This design comes from an exercise in tuning for small area and a short achievable clock period on the open sky130 flow, not from production work.
Only simulation tests tie the RTL to the original design; equivalence was not proved.
Power is estimated from default activity; no workload was simulated.

===== config.mk =====
export PLATFORM = sky130hd
export DESIGN_NAME = regfile_sb
export DESIGN_NICKNAME = regfile_sb
export VERILOG_FILES = /design/flow/design.v
export SDC_FILE = /design/flow/constraint.sdc
export NUM_CORES = 4
export LEC_CHECK = 0
export CAP_MARGIN = 20
export CORE_MARGIN = 2
export CORE_UTILIZATION = 30
export GPL_ROUTABILITY_DRIVEN = 1
export PLACE_DENSITY = 0.4
export SLEW_MARGIN = 20

===== constraint.sdc =====
create_clock -name core_clock -period 8.5 [get_ports {clk}]
set_input_delay 1.7000 -clock core_clock [delete_from_list [all_inputs] [get_ports {clk}]]
set_output_delay 1.7000 -clock core_clock [all_outputs]
set_load 0.01 [all_outputs]

===== design.v =====
module regfile_sb #(
   parameter int DATA_W   = 32,
   parameter int ADDR_W   = 5,
   parameter int ZERO_REG = 1
) (
   input  logic              clk,
   input  logic              reset_n,
   input  logic [ADDR_W-1:0] ra_addr,
   output logic [DATA_W-1:0] ra_data,
   output logic              ra_busy,
   input  logic [ADDR_W-1:0] rb_addr,
   output logic [DATA_W-1:0] rb_data,
   output logic              rb_busy,
   input  logic              w0_en,
   input  logic [ADDR_W-1:0] w0_addr,
   input  logic [DATA_W-1:0] w0_data,
   input  logic              w1_en,
   input  logic [ADDR_W-1:0] w1_addr,
   input  logic [DATA_W-1:0] w1_data,
   input  logic              iss_en,
   input  logic [ADDR_W-1:0] iss_addr,
   input  logic              flush,
   output logic [ADDR_W:0]   pend_cnt
);
   localparam int NREG = 1 << ADDR_W;
   function automatic logic addr_legal(input logic [ADDR_W-1:0] addr);
      logic ok;
      if ((ZERO_REG != 0) && (addr == {ADDR_W{1'b0}})) begin
         ok = 1'b0;
      end else begin
         ok = 1'b1;
      end
      addr_legal = ok;
   endfunction
   function automatic logic [ADDR_W:0] popcount(input logic [NREG-1:0] vec);
      logic [ADDR_W:0] cnt;
      cnt = {(ADDR_W+1){1'b0}};
      for (int i = 0; i < NREG; i++) begin
         cnt = cnt + {{ADDR_W{1'b0}}, vec[i]};
      end
      popcount = cnt;
   endfunction
   logic [DATA_W-1:0] mem_q [NREG];
   logic [NREG-1:0]   busy_q;
   logic [NREG-1:0]   busy_d;
   logic [ADDR_W:0]   pend_cnt_q;
   logic [ADDR_W:0]   pend_cnt_d;
   logic w0_ok_s;
   logic w1_ok_s;
   logic iss_ok_s;
   logic ra_w0_hit_s;
   logic ra_w1_hit_s;
   logic rb_w0_hit_s;
   logic rb_w1_hit_s;
   always_comb begin
      w0_ok_s  = w0_en  & addr_legal(w0_addr);
      w1_ok_s  = w1_en  & addr_legal(w1_addr);
      iss_ok_s = iss_en & addr_legal(iss_addr);
   end
   always_comb begin
      ra_w0_hit_s = w0_ok_s & (w0_addr == ra_addr);
      ra_w1_hit_s = w1_ok_s & (w1_addr == ra_addr);
      rb_w0_hit_s = w0_ok_s & (w0_addr == rb_addr);
      rb_w1_hit_s = w1_ok_s & (w1_addr == rb_addr);
   end
   always_comb begin
      ra_data = {DATA_W{1'b0}};
      ra_busy = 1'b0;
      if (!addr_legal(ra_addr)) begin
         ra_data = {DATA_W{1'b0}};
         ra_busy = 1'b0;
      end else if (ra_w0_hit_s) begin
         ra_data = w0_data;
         ra_busy = 1'b0;
      end else if (ra_w1_hit_s) begin
         ra_data = w1_data;
         ra_busy = 1'b0;
      end else begin
         ra_data = mem_q[ra_addr];
         ra_busy = busy_q[ra_addr];
      end
   end
   always_comb begin
      rb_data = {DATA_W{1'b0}};
      rb_busy = 1'b0;
      if (!addr_legal(rb_addr)) begin
         rb_data = {DATA_W{1'b0}};
         rb_busy = 1'b0;
      end else if (rb_w0_hit_s) begin
         rb_data = w0_data;
         rb_busy = 1'b0;
      end else if (rb_w1_hit_s) begin
         rb_data = w1_data;
         rb_busy = 1'b0;
      end else begin
         rb_data = mem_q[rb_addr];
         rb_busy = busy_q[rb_addr];
      end
   end
   always_comb begin
      busy_d = busy_q;
      if (flush) begin
         busy_d = {NREG{1'b0}};
      end else begin
         for (int i = 0; i < NREG; i++) begin
            if (iss_ok_s && (iss_addr == ADDR_W'(i))) begin
               busy_d[i] = 1'b1;
            end else if ((w0_ok_s && (w0_addr == ADDR_W'(i))) ||
                         (w1_ok_s && (w1_addr == ADDR_W'(i)))) begin
               busy_d[i] = 1'b0;
            end else begin
               busy_d[i] = busy_q[i];
            end
         end
      end
      pend_cnt_d = popcount(busy_d);
   end
   always_ff @(posedge clk or negedge reset_n) begin
      if (!reset_n) begin
         busy_q     <= {NREG{1'b0}};
         pend_cnt_q <= {(ADDR_W+1){1'b0}};
      end else begin
         busy_q     <= busy_d;
         pend_cnt_q <= pend_cnt_d;
      end
   end
   always_ff @(posedge clk or negedge reset_n) begin
      if (!reset_n) begin
         for (int i = 0; i < NREG; i++) begin
            mem_q[i] <= {DATA_W{1'b0}};
         end
      end else begin
         if (w1_ok_s) begin
            mem_q[w1_addr] <= w1_data;
         end
         if (w0_ok_s) begin
            mem_q[w0_addr] <= w0_data;
         end
      end
   end
   assign pend_cnt = pend_cnt_q;
endmodule

===== run.sh =====
#!/bin/bash
# synth_recipe.tcl (not shown) runs the flow's synth.tcl, then flattens the netlist and writes it again
# the make line also repeats each setting of config.mk as NAME=value (left out here)
make -C /OpenROAD-flow-scripts/flow DESIGN_CONFIG=/design/flow/config.mk WORK_HOME=/design/flow/orfs CLKGATE_MAP_FILE= SYNTH_SCRIPT=/design/flow/synth_recipe.tcl finish

==> reports/results.md <==
## Min path
• **hold path startpoint** mem_q[17][23]
• **Hold Crit Class** register to register

## Timing
• **Worst Max-Slew Pin Slew** 1.375 ns
• **Min Clock Period, post-route** 8.111 ns
• **Total Negative Setup Slacks** 0 ns
• **headroom to the max-slew limit** 8.328%
• **RSZ-0062 raised after global routing** no
• **final critical-path share of the clock period** 95.42%
• **largest clock skew in the final design** 0.006504 ns
• **tightest hold margin** 0.5816 ns
• **endpoints failing setup** 0
• **Max Clock Freq** 0.1233 GHz
• **final number of max-transition violations** 0
• **worst-case setup margin in the final layout** 0.3889 ns
• **Hold Fails Final Rpt** 0

## Floorplanning
• **effective utilization at floorplan** 30.12%
• **number of top-level pins** 167
• **Die X-Extent** 462.2 µm
• **Std-Cell Rows** 168
• **Core Footprint** 209200 µm²
• **floorplan die height** 462.2 µm
• **die area** 213700 µm²

## Drt
• **Avg WL per Cell** 50.02 µm
• **DRT Wirelength** 503.9 mm
• **count of vias placed by the detailed router** 72870
• **DRC violation total after the first TritonRoute iteration** 13550
• **remaining number of nets flagged by the antenna check after routing** 0
• **number of remaining DRC errors** 0
• **first-pass iteration count of the detailed router** 10
• **per-cell via count in the routed design** 7.234

## Global routing
• **via count of the first global-routing pass** 65480
• **wire length of the first global-routing pass** 651.4 mm
• **final global-route overflow total** 0
• **maximum number of pins on one net before global-route repair** 151
• **antenna violations before repair** 67
• **gr usage total** 45.84%

## Place
• **number of placed instances with taps included** 9755
• **Final HPWL DP** 300.4 mm
• **Cell Area, Placed** 69130 µm²
• **total of buffers placed on input and output ports** 166
• **routability congestion estimate** 1.008
• **Setup WS pre-CTS** 0.4112 ns

## Synth
• **total standard cell area after synthesis** 63000 µm²
• **ranking of synthesized cells by instance count** a22oi_1 (1127), dfrtp_1 (1030), a21oi_1 (650)
• **number of register bits inferred by synthesis** 1030
• **area fraction of the dominant cell type after synthesis** 40.91%
• **leading area contributor after synthesis** dfrtp_1
• **number of flops mapped to enable cells by yosys** 0
• **cell with the most instances after synthesis** a22oi_1
• **sequential share of the synthesized area** 40.91%
• **post-synthesis async set-or-reset flop share** 100.0%
• **Synth Flop Type** dfrtp_1
• **post-synthesis area per instance** 8.692 µm²
• **cell count after synthesis** 7248
• **count of different cell masters after synthesis** 78
• **top area cells in the synthesized netlist** dfrtp_1 (41%), a22oi_1 (13%), mux2i_1 (8.3%)
• **warning count from the yosys run** 2
• **total nets after synthesis** 7374

## Final layout
• **Post-Layout Inst Area** 73910 µm²
• **area taken by flip-flops and latches** 25770 µm²
• **post-layout instance count excluding filler cells** 10070
• **fin util** 35.34%
• **Final Net Count** 7218
• **area added between synthesis and finish** 17.32%
• **footprint of the multi-input gates** 34210 µm²
• **share of layout cells above drive strength 1** 12.52%
• **Filler cells** 21380

## Setup path
• **crit path max fanout** 18
• **Setup crit end kind** output pin
• **largest stage delay on the critical path** 1.15 ns
• **WP data arrival** 6.41 ns
• **worst setup path category** primary input to output pin
• **most numerous cell on the critical path** buf_4
• **cells along the critical path** buf_2, nand2b_1, nor2_4, buf_4, a22oi_1, nand3_1, nor3_1, o41ai_1, buf_4, clkdlybuf4s50_1
• **startpoint types** primary input
• **critical path launch point** rb_addr[4]
• **library cell contributing the largest single delay on the critical path** nor2_4
• **CP required** 6.80 ns
• **Crit Reg-Reg Startpoint** busy_q[13]

## Clock network
• **Setup Fix Bufs, Post-CTS** 0
• **number of sinks driven by the clock tree** 1030
• **cts-stage hold buffer count** 0
• **clock slew seen by the registers of the worst setup and hold paths** 0.05 ns
• **number of CTS-inserted buffers** 138
• **H-tree depth** 4
• **later-pin clock latency in the skew report** 0.83 ns
• **Resized cells post-CTS** 0
• **Clock Path Buffers** 3
• **Clk Tree Root Cell** clkbuf_16
• **CTS tree** yes

## Status
• **result of the run** finished clean

## Power and ir drop
• **sum of internal, switching and leakage power** 17.19 mW
• **leakage power** 32.52 nW
• **Cell Pwr Density** 232.6 nW/µm²
• **worst vdd rail ir drop** 237.8 µV

## Job
• **MaxCap Viol Count** 0

[sequential cells by signal, summed over array words and instances, names as in the netlist]
name        count
busy_q         32
mem_q         992
pend_cnt_q      6
[final timing paths]
check                      cells after the start            end  slack (ns)
hold / removal                                 2  mem_q[17][23]        0.58
hold reg to reg                                2  mem_q[17][23]        0.58
setup reg to reg                              18  pend_cnt_q[4]        3.22
max in group asynchronous                      3   mem_q[9][15]        5.73
setup / recovery                              10    rb_data[31]        0.39
min in group asynchronous                      1  mem_q[28][26]        0.86
[cell families (layout without fill, tap and decap cells)]
kind of cell / count (synthesis) / in the layout / share of synthesized area (%)
muxes: 548 / 548 / 9.112
other: 0 / 78 / 0
AOI/OAI and AO/OA: 2587 / 2587 / 26.84
DFF: 1030 / 1030 / 40.91
xor gates and xnor gates: 23 / 23 / 0.3198
and+or+nand+nor: 2064 / 2064 / 15.58
adders and majority gates: 31 / 31 / 0.9017
buffers and inverters: 965 / 907 / 6.338
[report_power, final]
part	total, mW	leakage, nW	switching (mW)	internal (mW)
clock	6.15	2.22	2.57	3.58
sequential	7.64	12.7	1.49	6.15
combinational	3.39	17.6	1.99	1.40
total	17.2	32.5	6.05	11.1
[critical path, delay by kind of cell]
family | cells | cell delay [ns]
AO/OA/AOI/OAI | 2 | 0.88
AND/OR/NAND/NOR | 4 | 1.99
buffers and inverters | 4 | 1.82
[metal layers]
metal | wire length, µm | share of wire [%] | global-route usage (%) | vias up
met2 | 196900 | 39 | 61.66 | 7361
met5 | 285 | 0.057 | 0.7014 | -
met3 | 71420 | 14 | 19.58 | 2429
met1 | 186100 | 37 | 56.57 | 36320
met4 | 49180 | 9.8 | 36.81 | 30
li1 | - | - | - | 26730
[placed cells by master, fill, tap and decap left out, types with 35 or more instances in the layout]
master	count
nand3_1	184
clkdlybuf4s50_1	152
a32oi_1	77
dfrtp_1	1030
mux2i_1	524
buf_12	37
and2_2	40
nand4_1	127
o31ai_1	64
nor2_1	570
nor2_4	38
buf_4	419
a22oi_1	1127
nand2_1	556
clkbuf_16	140
a2111oi_0	86
diode_2	78
o21ai_0	485
nor4_1	62
and3_1	257
clkbuf_1	35
inv_1	48
a21oi_1	650
[layout make-up]
| cell class | count | area share (%) |
|---|---|---|
| well taps | 2805 | 4.749 |
| repair buffers | 621 | 7.479 |
| multi-input cells | 5253 | 46.28 |
| clock buffers | 201 | 5.402 |
| diodes | 78 | 0.2641 |
| flip-flops and latches | 1030 | 34.87 |
| clock inverters | 37 | 0.7059 |
| inverters | 48 | 0.2438 |

==> separate check: timing with driven ports <==
In the flow no input, the clock included, has a driving cell. The finished layout below was timed again as built, in two steps.
Step 1 sets driving cells, clkbuf_16 on the clock port and buf_2 on the other inputs (assumed; they add their load-dependent delay and slew).
Step 2, shift: input delay + t, output delay - t, t = (earliest + latest rising clock arrival at the registers) / 2. This alone moves slack from input paths to output paths.
a / b / c = no drivers / after step 1 / after step 2; a / b = the first two.
t (ns): 0.925
setup WS [ns]: 0.389 / 0.186 / 0.186
worst setup path at the end: input to output
worst slew at a driven data input, ns: 0.20
After both steps this run still meets setup and hold. The setup slack of this run moves by -0.203 ns with the drivers and by -0.203 ns with both steps.
